This design comes from an exercise in tuning for a short achievable clock period and few clock cycles per item on the open sky130 flow, not from production work. No functional check of the RTL was part of any run shown here. Power and IR drop assume default switching activity.

### run.sh
#!/bin/bash
# synth_recipe.tcl (not shown) runs the flow's synth.tcl, then flattens the netlist and writes it again
# the make line also repeats each setting of config.mk as NAME=value (left out here)
make -C /OpenROAD-flow-scripts/flow DESIGN_CONFIG=/design/flow/config.mk WORK_HOME=/design/flow/orfs CLKGATE_MAP_FILE= SYNTH_SCRIPT=/design/flow/synth_recipe.tcl finish
### config.mk
export PLATFORM = sky130hd
export DESIGN_NAME = box_filter_top
export DESIGN_NICKNAME = box_filter_top
export VERILOG_FILES = /design/flow/design.v
export SDC_FILE = /design/flow/constraint.sdc
export NUM_CORES = 4
export LEC_CHECK = 0
export ABC_CLOCK_PERIOD_IN_PS = 1400
export CAP_MARGIN = 20
export CORE_MARGIN = 2
export CORE_UTILIZATION = 40
export SETUP_SLACK_MARGIN = 1.6
export SLEW_MARGIN = 20
### constraint.sdc
create_clock -name core_clock -period 3.1 [get_ports {clk_i}]
set_input_delay 0.6200 -clock core_clock [delete_from_list [all_inputs] [get_ports {clk_i}]]
set_output_delay 0.6200 -clock core_clock [all_outputs]
set_load 0.01 [all_outputs]
### design.v
package box_pkg;
  localparam int PX_W         = 8;
  localparam int WIN          = 3;
  localparam int LINE_BUFS    = WIN + 1;                 
  localparam int MAX_LINE_LEN = 16;
  localparam int LINE_ADDR_W  = $clog2( MAX_LINE_LEN );
  localparam int BUF_IDX_W    = $clog2( LINE_BUFS );
  localparam int SUM_W        = PX_W + 4;                
  typedef logic [PX_W - 1 : 0] px_t;
  typedef struct packed {
    px_t  tdata;
    logic tvalid;
    logic tlast;                                         
    logic tuser;                                         
  } stream_word_t;
  typedef struct packed {
    px_t [WIN - 1 : 0][WIN - 1 : 0] px;
    logic                           tvalid;
    logic                           tlast;
    logic                           tuser;
  } window_t;
  typedef struct packed {
    logic [SUM_W - 1 : 0] tdata;
    logic                 tvalid;
    logic                 tlast;
    logic                 tuser;
  } sum_word_t;
endpackage
`timescale 1ns/1ps
module box_filter_top
(
  input  logic         clk_i,
  input  logic         rst_i,
  input  box_pkg::stream_word_t video_i,
  output logic         video_ready_o,
  output box_pkg::sum_word_t    sum_o,
  input  logic         sum_ready_i
);
localparam int PX_W   = box_pkg::PX_W;
localparam int SUM_W  = box_pkg::SUM_W;
localparam int NCOL   = box_pkg::MAX_LINE_LEN;
localparam int FIFO_D = 8;
localparam int CNT_W  = $clog2( FIFO_D + 1 );
logic              rdy_q;
logic              s0_v;
logic [PX_W - 1:0] s0_px;
logic              s0_last;
logic              s0_user;
assign video_ready_o = rdy_q;
always_ff @( posedge clk_i, posedge rst_i )
  if( rst_i )
    s0_v <= 1'b0;
  else
    s0_v <= video_i.tvalid && rdy_q;
always_ff @( posedge clk_i )
  begin
    s0_px   <= video_i.tdata;
    s0_last <= video_i.tlast;
    s0_user <= video_i.tuser;
  end
logic [NCOL - 1:0] col_q;                                
logic [1:0]        row_q;                                
logic [NCOL - 1:0] col_e;
logic [1:0]        row_e;
assign col_e = s0_user ? NCOL'( 1 ) : col_q;
assign row_e = s0_user ? 2'd0 : row_q;
always_ff @( posedge clk_i, posedge rst_i )
  if( rst_i )
    begin
      col_q <= NCOL'( 1 );
      row_q <= 2'd0;
    end
  else
    if( s0_v )
      begin
        if( s0_last )
          begin
            col_q <= NCOL'( 1 );
            row_q <= ( row_e == 2'd3 ) ? 2'd3 : row_e + 2'd1;
          end
        else
          begin
            col_q <= { col_e[NCOL - 2:0], 1'b0 };
            row_q <= row_e;
          end
      end
logic [PX_W - 1:0] la [NCOL];
logic [PX_W - 1:0] lb [NCOL];
logic [PX_W - 1:0] rd_a;
logic [PX_W - 1:0] rd_b;
always_comb
  begin
    rd_a = '0;
    rd_b = '0;
    for( int i = 0; i < NCOL; i++ )
      begin
        rd_a = rd_a | ( la[i] & { PX_W{ col_q[i] } } );
        rd_b = rd_b | ( lb[i] & { PX_W{ col_q[i] } } );
      end
  end
logic              s1_v;
logic              s1_win;                               
logic              s1_last;
logic              s1_first;
logic [NCOL - 1:0] s1_col;
logic [PX_W - 1:0] s1_px;
logic [PX_W - 1:0] s1_a;
logic [PX_W - 1:0] s1_b;
always_ff @( posedge clk_i, posedge rst_i )
  if( rst_i )
    begin
      s1_v   <= 1'b0;
      s1_win <= 1'b0;
    end
  else
    begin
      s1_v   <= s0_v;
      s1_win <= s0_v && row_e[1] && !col_e[0] && !col_e[1];
    end
always_ff @( posedge clk_i )
  begin
    s1_last  <= s0_last;
    s1_first <= ( row_e == 2'd2 ) && col_e[2];
    s1_col   <= col_e;
    s1_px    <= s0_px;
    s1_a     <= rd_a;
    s1_b     <= rd_b;
  end
for( genvar i = 0; i < NCOL; i++ )
  begin : g_col
    always_ff @( posedge clk_i )
      if( s1_v && s1_col[i] )
        begin
          la[i] <= s1_px;
          lb[i] <= s1_a;
        end
  end
logic              s2_v;
logic              s2_win;
logic              s2_last;
logic              s2_first;
logic [PX_W:0]     s2_pa;
logic [PX_W - 1:0] s2_b;
always_ff @( posedge clk_i, posedge rst_i )
  if( rst_i )
    begin
      s2_v   <= 1'b0;
      s2_win <= 1'b0;
    end
  else
    begin
      s2_v   <= s1_v;
      s2_win <= s1_win;
    end
always_ff @( posedge clk_i )
  begin
    s2_last  <= s1_last;
    s2_first <= s1_first;
    s2_pa    <= { 1'b0, s1_px } + { 1'b0, s1_a };
    s2_b     <= s1_b;
  end
logic              s3_v;
logic              s3_win;
logic              s3_last;
logic              s3_first;
logic [PX_W + 1:0] s3_col;
always_ff @( posedge clk_i, posedge rst_i )
  if( rst_i )
    begin
      s3_v   <= 1'b0;
      s3_win <= 1'b0;
    end
  else
    begin
      s3_v   <= s2_v;
      s3_win <= s2_win;
    end
always_ff @( posedge clk_i )
  begin
    s3_last  <= s2_last;
    s3_first <= s2_first;
    s3_col   <= { 1'b0, s2_pa } + { 2'b0, s2_b };
  end
logic [PX_W + 1:0]  col_1;                               
logic [SUM_W - 2:0] pair;                                
logic               s4_win;
logic               s4_last;
logic               s4_first;
logic [SUM_W - 1:0] s4_sum;
always_ff @( posedge clk_i )
  if( s3_v )
    begin
      col_1 <= s3_col;
      pair  <= ( SUM_W - 1 )'( s3_col ) + ( SUM_W - 1 )'( col_1 );
    end
always_ff @( posedge clk_i, posedge rst_i )
  if( rst_i )
    s4_win <= 1'b0;
  else
    s4_win <= s3_win;
always_ff @( posedge clk_i )
  begin
    s4_last  <= s3_last;
    s4_first <= s3_first;
    s4_sum   <= SUM_W'( s3_col ) + SUM_W'( pair );
  end
logic [SUM_W + 1:0]  fifo [FIFO_D];
logic [FIFO_D - 1:0] wr_ptr;                             
logic [FIFO_D - 1:0] rd_ptr;                             
logic [CNT_W - 1:0]  cnt;
logic [SUM_W + 1:0]  head;
logic                fifo_ne;
logic                load;
logic                pop;
logic                out_v;
logic [SUM_W + 1:0]  out_d;
assign fifo_ne = ( cnt != '0 );
assign load    = !out_v || sum_ready_i;
assign pop     = load && fifo_ne;
always_comb
  begin
    head = '0;
    for( int i = 0; i < FIFO_D; i++ )
      head = head | ( fifo[i] & { ( SUM_W + 2 ){ rd_ptr[i] } } );
  end
for( genvar i = 0; i < FIFO_D; i++ )
  begin : g_fifo
    always_ff @( posedge clk_i )
      if( s4_win && wr_ptr[i] )
        fifo[i] <= { s4_sum, s4_last, s4_first };
  end
always_ff @( posedge clk_i, posedge rst_i )
  if( rst_i )
    begin
      wr_ptr <= FIFO_D'( 1 );
      rd_ptr <= FIFO_D'( 1 );
      cnt    <= '0;
      out_v  <= 1'b0;
      rdy_q  <= 1'b0;
    end
  else
    begin
      if( s4_win )
        wr_ptr <= { wr_ptr[FIFO_D - 2:0], wr_ptr[FIFO_D - 1] };
      if( pop )
        rd_ptr <= { rd_ptr[FIFO_D - 2:0], rd_ptr[FIFO_D - 1] };
      cnt <= cnt + CNT_W'( s4_win ) - CNT_W'( pop );
      if( load )
        out_v <= fifo_ne;
      rdy_q <= ( cnt <= CNT_W'( FIFO_D - 7 ) );
    end
always_ff @( posedge clk_i )
  if( load )
    out_d <= head;
assign sum_o = { out_d[SUM_W + 1:2], out_v, out_d[1], out_d[0] };
endmodule
==> results.txt, run 1 <==
most frequent cells in the layout 403 x edfxtp_1, 71 x dfxtp_1, 65 x a22o_1, 65 x buf_4, 56 x a22oi_1; placed cell area 20,820 sq um; Hold Vio Cnt, Final 0; DP Worst Slack 536.0 ps; number of antenna diodes 0; number of synthesized flops with an enable pin 403; die area 50,620 sq um; Netlist cell types 52; Synth Area in XOR/XNOR 0.01345; port bufs 29; total congestion overflow 0; CP endpoint kind flip-flop; Post-Place Cells 1,763; pin count of the biggest net entering global routing 30; LEAKAGE 8.114 nW; DP HPWL 23,450 microns; post-synth top area share 0.6195; starting density of the core 0.4074; outcome complete, no violations; post-synthesis simple-gate area fraction 0.03638; delay-heaviest family, CP adder cells; hold buffers post-CTS 0; Post-Syn Area 19,530 sq um; hold path startpoint s0_px[0]; Final Core Density 0.4875; Worst Tran Pin Value 906.9 ps; CP startpoint kind flip-flop; Worst R2R Start cnt[2]; Finished Layout Cells 1,922; adder-cell share of the synthesized area 0.03139; Top FF cell, synth edfxtp_1; VDD IR-drop max 532.5 uV; Max Root-Sink Buffers 3; total power 19.69 mW; required time of the critical path 3570 ps; via count 10.53k; Rows 80; vias in the first global route 10.63k; drt first pass iters 5; core box area 47,950 sq um; Worst Hold Class reg -> reg; CP Max Fanout 2; GRT Total Usage 0.1775; largest family of logic cells by synthesized area compound AO/OA/AOI/OAI gates; total wire length 45,720 microns; Root Driver clkbuf_16; mux cell area share after synthesis 0.009800; Final setup viols 0; PwrDens 842.3 nW/um^2; leading area contributor after synthesis edfxtp_1; Die W 225.0 microns; share of layout cells above drive strength 1 0.2563; max-slew violations 0; crit-path most repeated cell ha_4; FMAX 513.4 MHz; drt wl/cell 23.79 microns; unrepaired setup endpoints after global routing true; fin crit share 0.6283; setup TNS 0 ps; sequential area share after synthesis 0.7806; fin crit period 1948 ps; maximum level of the CTS H-tree 2; synth-to-layout area growth 19.66%; Seq cells post-synth 548; initial antenna violation count 0; DRT iter0 DRCs 1,026; relative slew slack 0.3954; Worst path max stage delay 520 ps; Vias/cell 5.479; WP buf/inv 4; clk_skew 20.67 ps; MaxCap Viol Count 0; Final nets 1,321; fraction of registers with async set/reset 0.08759; clk slew on worst S/H paths 60 ps; area fraction in compound gates after synthesis 0.1080; DRC 0; yosys warns 4; Syn Nets 1,211; commonest non-fill, non-tap cell in the layout edfxtp_1; CP startpoint cnt[2]; post-route design area 23,370 sq um; synth top area cells edfxtp_1 62%, dfxtp_1 9.9%, dfrtp_1 5.8%; antenna-violating nets left 0; CTS Sinks 548; clock latency on the worst-skew pair 590 ps; mean cell area of the mapped netlist 16.97 sq um; Synth Instances 1,151; worst hold slack 318.3 ps; I/O Pins 30; slowest stage cell, crit path fa_2; DIE HEIGHT 225.0 microns; Data arrival, critical path 2420 ps; TritonCTS clock tree yes; Final GP Congestion 0.7465; Final WS setup 1152 ps; worst-path cell chain inv_2, ha_4, nor2b_4, a21boi_4, ha_4, inv_4, ha_4, inv_2, fa_2, inv_1; CP Class reg -> reg; first-pass GRT wire length 66,590 microns; TritonCTS Buffers 54
## report_power, final
part	switching, mW	leakage, nW	internal, mW
combinational	1.88	2.23	1.93
sequential	0.741	5.06	9.01
clock	2.71	0.824	3.41
## final timing paths
check	to	slack (ps)	cells past startpoint
max reg2reg	cnt[1]	1150	10
max	cnt[1]	1150	10
min	s1_px[0]	320	0
max in group asynchronous	col_q[0]	2000	3
min in group asynchronous	out_v	480	2
min reg2reg	s1_px[0]	320	0
## state kept, by name, summed over array words and instances, names as in the netlist, 2 cells and up
register and cells:
cnt 4, col_1 10, col_q 16, fifo 112, la 128, lb 128
out_d 14, pair 11, rd_ptr 8, row_q 2, s0_px 8, s1_a 8
s1_b 8, s1_col 16, s1_px 8, s2_b 8, s2_pa 9, s3_col 10
s4_sum 12, wr_ptr 8
## synth_stat cells (all sizes together) (3+ instances only)
cell,number
a22oi,56
xor2,11
dfstp,3
a31oi,3
a22o,65
and2,27
nand2,25
inv,48
buf,11
a211oi,4
nor2b,4
o21ai,24
o21bai,4
clkbuf,45
edfxtp,403
xnor2,19
o211ai,6
dfrtp,45
nor3,6
a21oi,20
fa,5
ha,41
a221oi,64
nor2,27
nand3,4
mux2,17
dfxtp,97
nand2b,5
a21o,7
nand4,32
## worst reg2reg max path, cell delays in order, from the launching register on
cell and delay, ps:
dfrtp_1 340, inv_2 50, ha_4 140, nor2b_4 130
a21boi_4 190, ha_4 230, inv_4 50, ha_4 120
inv_2 40, fa_2 520, inv_1 40
## cells by family (layout without fill, tap and decap cells)
| family | count (synthesis) | after routing |
|---|---|---|
| mux | 17 | 17 |
| compound gates | 270 | 270 |
| xor+xnor | 30 | 30 |
| flops | 548 | 548 |
| buf+inv | 104 | 260 |
| fa+ha+maj | 46 | 46 |
| simple gates | 136 | 136 |
## layout make-up
type                            count  area (sq um)
Sequential cell                   548         15370
Fill cell                        3936         24570
Inverter                           48         186.4
Clock buffer                       62          1401
Clock inverter                     40         259.0
Multi-Input combinational cell    499          4451
Timing Repair Buffer              110         937.1
Tap cell                          615         769.5
## repair_timing
item | 4_1_cts | 5_1_grt
endpoints found under the setup margin | 449 | 156
pin swaps | 41 | 26
setup buffers | 31 | 26
endpoints found under the hold margin | 0 | 0
resized for setup | 143 | 50
## layer usage
layer  wire, microns  GRT usage  vias up
li1                -          -     4751
met1           19040     0.2319     5376
met2           22860     0.3056      335
met3            2690    0.02842       68
met4            1131    0.05341        0
met5               0          0        -
==> run 2: changes to the inputs <==
--- a/config.mk
+++ b/config.mk
@@ -9,5 +9,7 @@
 export CAP_MARGIN = 20
 export CORE_MARGIN = 2
-export CORE_UTILIZATION = 40
+export CORE_UTILIZATION = 60
+export CTS_CLUSTER_DIAMETER = 60
+export CTS_CLUSTER_SIZE = 24
 export SETUP_SLACK_MARGIN = 1.6
 export SLEW_MARGIN = 20
==> run 2 against run 1 <==
Net effect: largest power group unchanged; critical path depth down 2; setup slack better by 5.3 ps; sequential power about the same; clock power down 19%; power down 5.4%; still clean on timing, DRC and antenna; clock skew up 11 ps; first-iteration DRC count down 3.6%; synthesized cell count unchanged; area after synthesis unchanged; utilization up 22 points; global-route usage up 8.8 points.
==> results.txt, run 2 <==
outcome complete, no violations (unchanged); I/O Pins 30 (unchanged); drt first pass iters 5 (unchanged); Vias/cell 6.166 (was 5.479); TritonCTS clock tree yes (unchanged); required time of the critical path 3380 ps (was 3570 ps); CTS Sinks 548 (unchanged); port bufs 29 (unchanged); mux cell area share after synthesis 0.009800 (unchanged); pin count of the biggest net entering global routing 49 (was 30); Worst Hold Class reg -> reg (unchanged); Final setup viols 0 (unchanged); vias in the first global route 10.56k (was 10.63k); drt wl/cell 26.63 microns (was 23.79 microns); Data arrival, critical path 2220 ps (was 2420 ps); unrepaired setup endpoints after global routing true (unchanged); synth-to-layout area growth 17.72% (was 19.66%); Hold Vio Cnt, Final 0 (unchanged); number of antenna diodes 0 (unchanged); biggest regs la: 128 flops, lb: 128 flops, fifo: 112 flops (unchanged); synth cell count leaders 403 x edfxtp_1, 97 x dfxtp_1, 65 x a22o_1 (unchanged); GRT Total Usage 0.2655 (was 0.1775); largest family of logic cells by synthesized area compound AO/OA/AOI/OAI gates (unchanged); area fraction in compound gates after synthesis 0.1080 (unchanged); yosys warns 4 (unchanged); max-slew violations 0 (unchanged); most common cell in the netlist edfxtp_1 (unchanged); total wire length 46,300 microns (was 45,720 microns); WP buf/inv 1 (was 4); Seq cells post-synth 548 (unchanged); fin crit period 1942 ps (was 1948 ps); antenna-violating nets left 0 (unchanged); leading area contributor after synthesis edfxtp_1 (unchanged); Syn Nets 1,211 (unchanged); TritonCTS Buffers 37 (was 54); CP Max Fanout 3 (was 2); Top FF cell, synth edfxtp_1 (unchanged); clock latency on the worst-skew pair 550 ps (was 590 ps); Max Root-Sink Buffers 3 (unchanged); adder-cell share of the synthesized area 0.03139 (unchanged); number of synthesized flops with an enable pin 403 (unchanged); DRT iter0 DRCs 989 (was 1,026); fraction of registers with async set/reset 0.08759 (unchanged); post-synthesis simple-gate area fraction 0.03638 (unchanged); clk slew on worst S/H paths 80 ps (was 60 ps); Worst Tran Pin Value 923.4 ps (was 906.9 ps); delay-heaviest family, CP compound AO/OA/AOI/OAI gates (was adder cells); LEAKAGE 8.073 nW (was 8.114 nW); VDD IR-drop max 587.8 uV (was 532.5 uV); Final Core Density 0.7122 (was 0.4875); DIE HEIGHT 184.4 microns (was 225.0 microns); sequential area share after synthesis 0.7806 (unchanged); total congestion overflow 0 (unchanged); total power 18.63 mW (was 19.69 mW); starting density of the core 0.6050 (was 0.4074); Rows 66 (was 80); FMAX 514.8 MHz (was 513.4 MHz); initial antenna violation count 0 (unchanged); slowest stage cell, crit path edfxtp_1 (was fa_2); DRC 0 (unchanged); relative slew slack 0.3844 (was 0.3954); DP HPWL 23,890 microns (was 23,450 microns); Final GP Congestion 0.7598 (was 0.7465); CP endpoint kind flip-flop (unchanged); synth top area cells edfxtp_1 62%, dfxtp_1 9.9%, dfrtp_1 5.8% (unchanged); MaxCap Viol Count 0 (unchanged); core box area 32,290 sq um (was 47,950 sq um); mean cell area of the mapped netlist 16.97 sq um (unchanged); post-synth top area share 0.6195 (unchanged); Worst path max stage delay 420 ps (was 520 ps); via count 10.72k (was 10.53k); most frequent cells in the layout 403 x edfxtp_1, 83 x buf_4, 72 x dfxtp_1 (was 403 x edfxtp_1, 71 x dfxtp_1, 65 x a22o_1, 65 x buf_4, 56 x a22oi_1); Synth Area in XOR/XNOR 0.01345 (unchanged); worst-path cell chain ha_4, inv_2, fa_2, nor2b_2, o31a_1, nor2_2, o21ai_2, a31o_2 (was inv_2, ha_4, nor2b_4, a21boi_4, ha_4, inv_4, ha_4, inv_2, fa_2, inv_1); PwrDens 810.0 nW/um^2 (was 842.3 nW/um^2); CP startpoint kind flip-flop (unchanged); die area 34,020 sq um (was 50,620 sq um); commonest non-fill, non-tap cell in the layout edfxtp_1 (unchanged); setup TNS 0 ps (unchanged); Synth Instances 1,151 (unchanged); Die W 184.4 microns (was 225.0 microns); first-pass GRT wire length 64,940 microns (was 66,590 microns); share of layout cells above drive strength 1 0.2722 (was 0.2563); Netlist cell types 52 (unchanged); Root Driver clkbuf_16 (unchanged); clk_skew 31.64 ps (was 20.67 ps); Final nets 1,331 (was 1,321); maximum level of the CTS H-tree 2 (unchanged); CP Class reg -> reg (unchanged); Post-Syn Area 19,530 sq um (unchanged); fin crit share 0.6266 (was 0.6283)
## run 2: cell types whose count changed in the layout (fill, tap and decap cells not counted), sizes merged, moves of 7 or more
| cell | delta |
|---|---|
| buf | +28 |
| clkbuf | -21 |
| clkinv | -23 |
| inv | +7 |
## run 2: layout make-up
type                    instances  area, sq um
flip-flops and latches        548        15360
fillers                      2062         9294
multi-input cells             499         4498
repair buffers                137         1192
clock buffers                  42        965.9
well taps                     442        553.0
clock inverters                23        236.5
inverters                      48        186.4
## run 2: timing repair
action                     4_1_cts  5_1_grt
pin swaps                       36       31
hold endpoints to repair         0        0
hold buffers                     0        0
gates resized for setup        154       52
setup endpoints to repair      426      194
setup buffers                   40       43
gates cloned                     0        0
## run 2: cells by family after synthesis
logic type / Yosys count
AOI/OAI and AO/OA: 270
xor gates and xnor gates: 30
adders and majority gates: 46
buffers and inverters: 104
DFF: 548
muxes: 17
and+or+nand+nor: 136
## run 2: metal layers
layer,vias to the layer above,track usage,routed length [microns]
met5,-,0,0
met4,0,0.08224,1587
met3,87,0.04545,2950
met2,389,0.4714,23920
met1,5490,0.3348,17850
li1,4756,-,-
## run 2: power by group
group          switching [mW]  internal [mW]  total (mW)
sequential              0.750           9.00        9.75
combinational            1.97           1.96        3.93
clock                    2.51           2.44        4.95
total                    5.23           13.4        18.6
## run 2: worst reg2reg max path, stage by stage, from the launching register on
cell and delay, ps:
edfxtp_1 420, ha_4 190, inv_2 50, fa_2 200, nor2b_2 50, o31a_1 260, nor2_2 190, o21ai_2 100
a31o_2 250
## run 2: final timing paths
| kind | from | to | slack (ps) | depth (start not counted) |
|---|---|---|---|---|
| max reg2reg | col_1[0] | pair[10] | 1160 | 8 |
| min | s1_b[6] | s2_b[6] | 330 | 0 |
| max | col_1[0] | pair[10] | 1160 | 8 |
| max in group asynchronous | rst_i | rd_ptr[0] | 2110 | 3 |
| min reg2reg | s1_b[6] | s2_b[6] | 330 | 0 |
| min in group asynchronous | rst_i | col_q[11] | 420 | 2 |
## run 2: per-stage QoR
stage / worst slack [ps] / cell area, sq um / cells / hold slack (ps)
after detailed placement: 530.8 / 20600 / 1590 / 312.1
after CTS: 1186 / 22320 / 1695 / 331.4
after global placement: 581.4 / 20600 / 1590 / 310.1
after global routing: 1097 / 22990 / 1739 / 326.4
after floorplan: 813.2 / 19800 / 1151 / 308.9
final: 1158 / 22990 / 1739 / 329.6
==> run 3: changes to the inputs <==
--- a/config.mk
+++ b/config.mk
@@ -10,6 +10,6 @@
 export CORE_MARGIN = 2
 export CORE_UTILIZATION = 60
-export CTS_CLUSTER_DIAMETER = 60
-export CTS_CLUSTER_SIZE = 24
+export CTS_CLUSTER_DIAMETER = 100
+export CTS_CLUSTER_SIZE = 30
 export SETUP_SLACK_MARGIN = 1.6
 export SLEW_MARGIN = 20
==> run 3 against run 2 <==
Net effect: clock skew rose by 2.6 ps; global-route usage down 0.65 points; highest routed layer unchanged; non-clock buffer count is 2 lower.
==> results.txt, run 3 <==
hold path startpoint s0_px[2] (was s1_b[6]); max-slew violations 0 (unchanged); Post-Syn Area 19,530 sq um (unchanged); Synth Instances 1,151 (unchanged); CP startpoint kind primary input (was flip-flop); antenna-violating nets left 0 (unchanged); TritonCTS clock tree yes (unchanged); clk slew on worst S/H paths 110 ps (was 80 ps); starting density of the core 0.6050 (unchanged); Syn Nets 1,211 (unchanged); hold path depth 0 (unchanged); Worst path max stage delay 500 ps (was 420 ps); total power 17.14 mW (was 18.63 mW); Final Core Density 0.6930 (was 0.7122); via count 10.60k (was 10.72k); clock latency on the worst-skew pair 570 ps (was 550 ps); Vias/cell 6.192 (was 6.166); Seq cells post-synth 548 (unchanged); GRT Total Usage 0.2590 (was 0.2655); synth top area cells edfxtp_1 62%, dfxtp_1 9.9%, dfrtp_1 5.8% (unchanged); r2r endpoint cnt[1] (was pair[10]); setup TNS 0 ps (unchanged); number of synthesized flops with an enable pin 403 (unchanged); synth cell count leaders 403 x edfxtp_1, 97 x dfxtp_1, 65 x a22o_1 (unchanged); CP Max Fanout 2 (was 3); Max Root-Sink Buffers 3 (unchanged); total congestion overflow 0 (unchanged); Data arrival, critical path 2400 ps (was 2220 ps); mean cell area of the mapped netlist 16.97 sq um (unchanged); Layout fillers 2,128 (was 2,062); clk_skew 34.25 ps (was 31.64 ps); synth-to-layout area growth 14.55% (was 17.72%); most common cell in the netlist edfxtp_1 (unchanged); fraction of registers with async set/reset 0.08759 (unchanged); Worst Tran Pin Value 937.9 ps (was 923.4 ps); Netlist cell types 52 (unchanged); share of layout cells above drive strength 1 0.2417 (was 0.2722); drt first pass iters 5 (unchanged); placed cell area 20,600 sq um (unchanged); Post-Place Cells 1,590 (unchanged); yosys warns 4 (unchanged); CP endpoint kind flip-flop (unchanged); VDD IR-drop max 611.4 uV (was 587.8 uV); DRC 0 (unchanged); worst-path cell chain clkdlybuf4s50_1, nand2b_4, a21boi_4, ha_4, inv_2, ha_4, inv_2, fa_2, inv_1 (was ha_4, inv_2, fa_2, nor2b_2, o31a_1, nor2_2, o21ai_2, a31o_2); hold buffers post-CTS 0 (unchanged); leading area contributor after synthesis edfxtp_1 (unchanged); required time of the critical path 3570 ps (was 3380 ps); CP Class in -> reg (was reg -> reg); biggest regs la: 128 flops, lb: 128 flops, fifo: 112 flops (unchanged); Final GP Congestion 0.7598 (unchanged); Root Driver clkbuf_16 (unchanged); Min-Delay Endpoint s1_px[2] (was s2_b[6]); LEAKAGE 7.764 nW (was 8.073 nW); post-route design area 22,380 sq um (was 22,990 sq um); Worst R2R Start cnt[2] (was col_1[0]); Worst R2R Path Depth 10 (was 8); Die W 184.4 microns (unchanged); DP HPWL 23,890 microns (unchanged); unrepaired setup endpoints after global routing true (unchanged); fin crit period 1932 ps (was 1942 ps); DRT iter0 DRCs 929 (was 989); PwrDens 765.9 nW/um^2 (was 810.0 nW/um^2); initial antenna violation count 0 (unchanged); CTS Sinks 548 (unchanged); FMAX 517.7 MHz (was 514.8 MHz); maximum level of the CTS H-tree 1 (was 2); Final setup viols 0 (unchanged); fin crit share 0.6231 (was 0.6266); Finished Layout Cells 1,712 (was 1,739); slowest stage cell, crit path fa_2 (was edfxtp_1); Worst Hold Class reg -> reg (unchanged); sequential area share after synthesis 0.7806 (unchanged); post-synth top area share 0.6195 (unchanged); number of antenna diodes 0 (unchanged); DIE HEIGHT 184.4 microns (unchanged); relative slew slack 0.3747 (was 0.3844); Top FF cell, synth edfxtp_1 (unchanged); core box area 32,290 sq um (unchanged); TritonCTS Buffers 22 (was 37); reg2reg setup slack 1190 ps (was 1160 ps); drt wl/cell 26.64 microns (was 26.63 microns); most frequent cells in the layout 403 x edfxtp_1, 78 x buf_4, 72 x dfxtp_1 (was 403 x edfxtp_1, 83 x buf_4, 72 x dfxtp_1); total wire length 45,600 microns (was 46,300 microns); Final nets 1,314 (was 1,331); Rows 66 (unchanged); I/O Pins 30 (unchanged); port bufs 29 (unchanged); die area 34,020 sq um (unchanged); vias in the first global route 10.28k (was 10.56k); first-pass GRT wire length 63,630 microns (was 64,940 microns); commonest non-fill, non-tap cell in the layout edfxtp_1 (unchanged); outcome complete, no violations (unchanged); pin count of the biggest net entering global routing 49 (unchanged); Hold Vio Cnt, Final 0 (unchanged); MaxCap Viol Count 0 (unchanged)
==> run 3: cells by family (layout without fill, tap and decap cells) <==
| group | count (synthesis) | in the layout | share of synthesized area |
|---|---|---|---|
| xor gates and xnor gates | 30 | 30 | 0.01345 |
| adders and majority gates | 46 | 46 | 0.03139 |
| DFF | 548 | 548 | 0.7806 |
| AOI/OAI and AO/OA | 270 | 270 | 0.1080 |
| and+or+nand+nor | 136 | 136 | 0.03638 |
| buffers and inverters | 104 | 223 | 0.02037 |
| muxes | 17 | 17 | 0.009800 |
==> run 3: worst max path at each step <==
stage                  end         from  slack (ps)
floorplan           cnt[2]  sum_ready_i         810
global placement    cnt[1]  sum_ready_i         580
detailed placement  cnt[2]  sum_ready_i         530
CTS                 cnt[1]       cnt[2]        1200
global route        cnt[1]       cnt[3]        1110
finish              cnt[1]  sum_ready_i        1170
==> run 3: layout make-up <==
cell class,count,area (sq um),area share
Clock buffer,39,635.6,0.02841
Clock inverter,1,30.03,0.001342
Inverter,48,183.9,0.008220
Multi-Input combinational cell,499,4441,0.1984
Sequential cell,548,15360,0.6866
Tap cell,442,553.0,0.02471
Timing Repair Buffer,135,1169,0.05223
==> run 3: worst max-delay path: cells and delay by family <==
| kind | cells | cell delay, ps |
|---|---|---|
| fa+ha+maj | 3 | 840 |
| buf+inv | 4 | 600 |
| compound gates | 1 | 210 |
| simple gates | 1 | 130 |
==> run 3: where the power goes <==
group,total [mW],leakage (nW),switching (mW),internal (mW)
registers,9.74,5.06,0.742,9.00
clock network,3.55,0.314,2.12,1.44
logic,3.85,2.39,1.92,1.92
==> run 3: metrics by stage <==
| step | setup slack (ps) | hold slack (ps) |
|---|---|---|
| final | 1168 | 297.1 |
| after global routing | 1109 | 299.9 |
| after CTS | 1201 | 305.3 |
| after detailed placement | 530.8 | 312.1 |
| after global placement | 581.4 | 310.1 |
| after floorplan | 813.2 | 308.9 |
==> run 3: per-layer routing <==
metal  up-vias  share of wire  wire length [microns]  track usage
li1       4704              -                      -            -
met1      5480           0.39                  17930       0.3346
met2       358           0.51                  23450       0.4579
met3        58          0.068                   3083      0.04268
met4         0          0.025                   1134      0.06880
met5         -              0                      0            0
==> run 3: timing repair <==
item                                    in CTS  in global routing
setup buffers                               40                 41
pin swaps                                   32                 14
endpoints found under the hold margin        0                  0
resized for setup                          150                 47
endpoints found under the setup margin     435                139

what the ideal ports hide:
How much do the figures lean on ideal ports? The routed layouts below were timed once more, with nothing changed but the port constraints.
Step 1 assumes that a clkbuf_16 drives the clock port and a buf_2 every other input.
Step 2 also shifts input and output timing later by t, the mid clock arrival at the registers, as if the neighbouring blocks saw the same clock.
a / b / c = ideal / step 1 / step 2; a / b = the first two.
run	shift t [ns]	setup slack, ns	worst hold slack (ns)	slew at the worst register clock pin (ns)	pins driven straight from the clock port
run 1	0.633	1.152 / 1.152 / 0.570	0.318 / 0.318 / 0.318	0.06 / 0.06	1
run 2	0.587	1.158 / 1.158 / 0.849	0.330 / 0.330 / 0.330	0.09 / 0.09	1
run 3	0.605	1.168 / 1.187 / 0.581	0.297 / 0.297 / 0.297	0.12 / 0.12	1
After both steps every run listed still meets setup and hold. The setup slack of run 3, which loses most, moves by +0.019 ns with the drivers and by -0.587 ns with both steps.
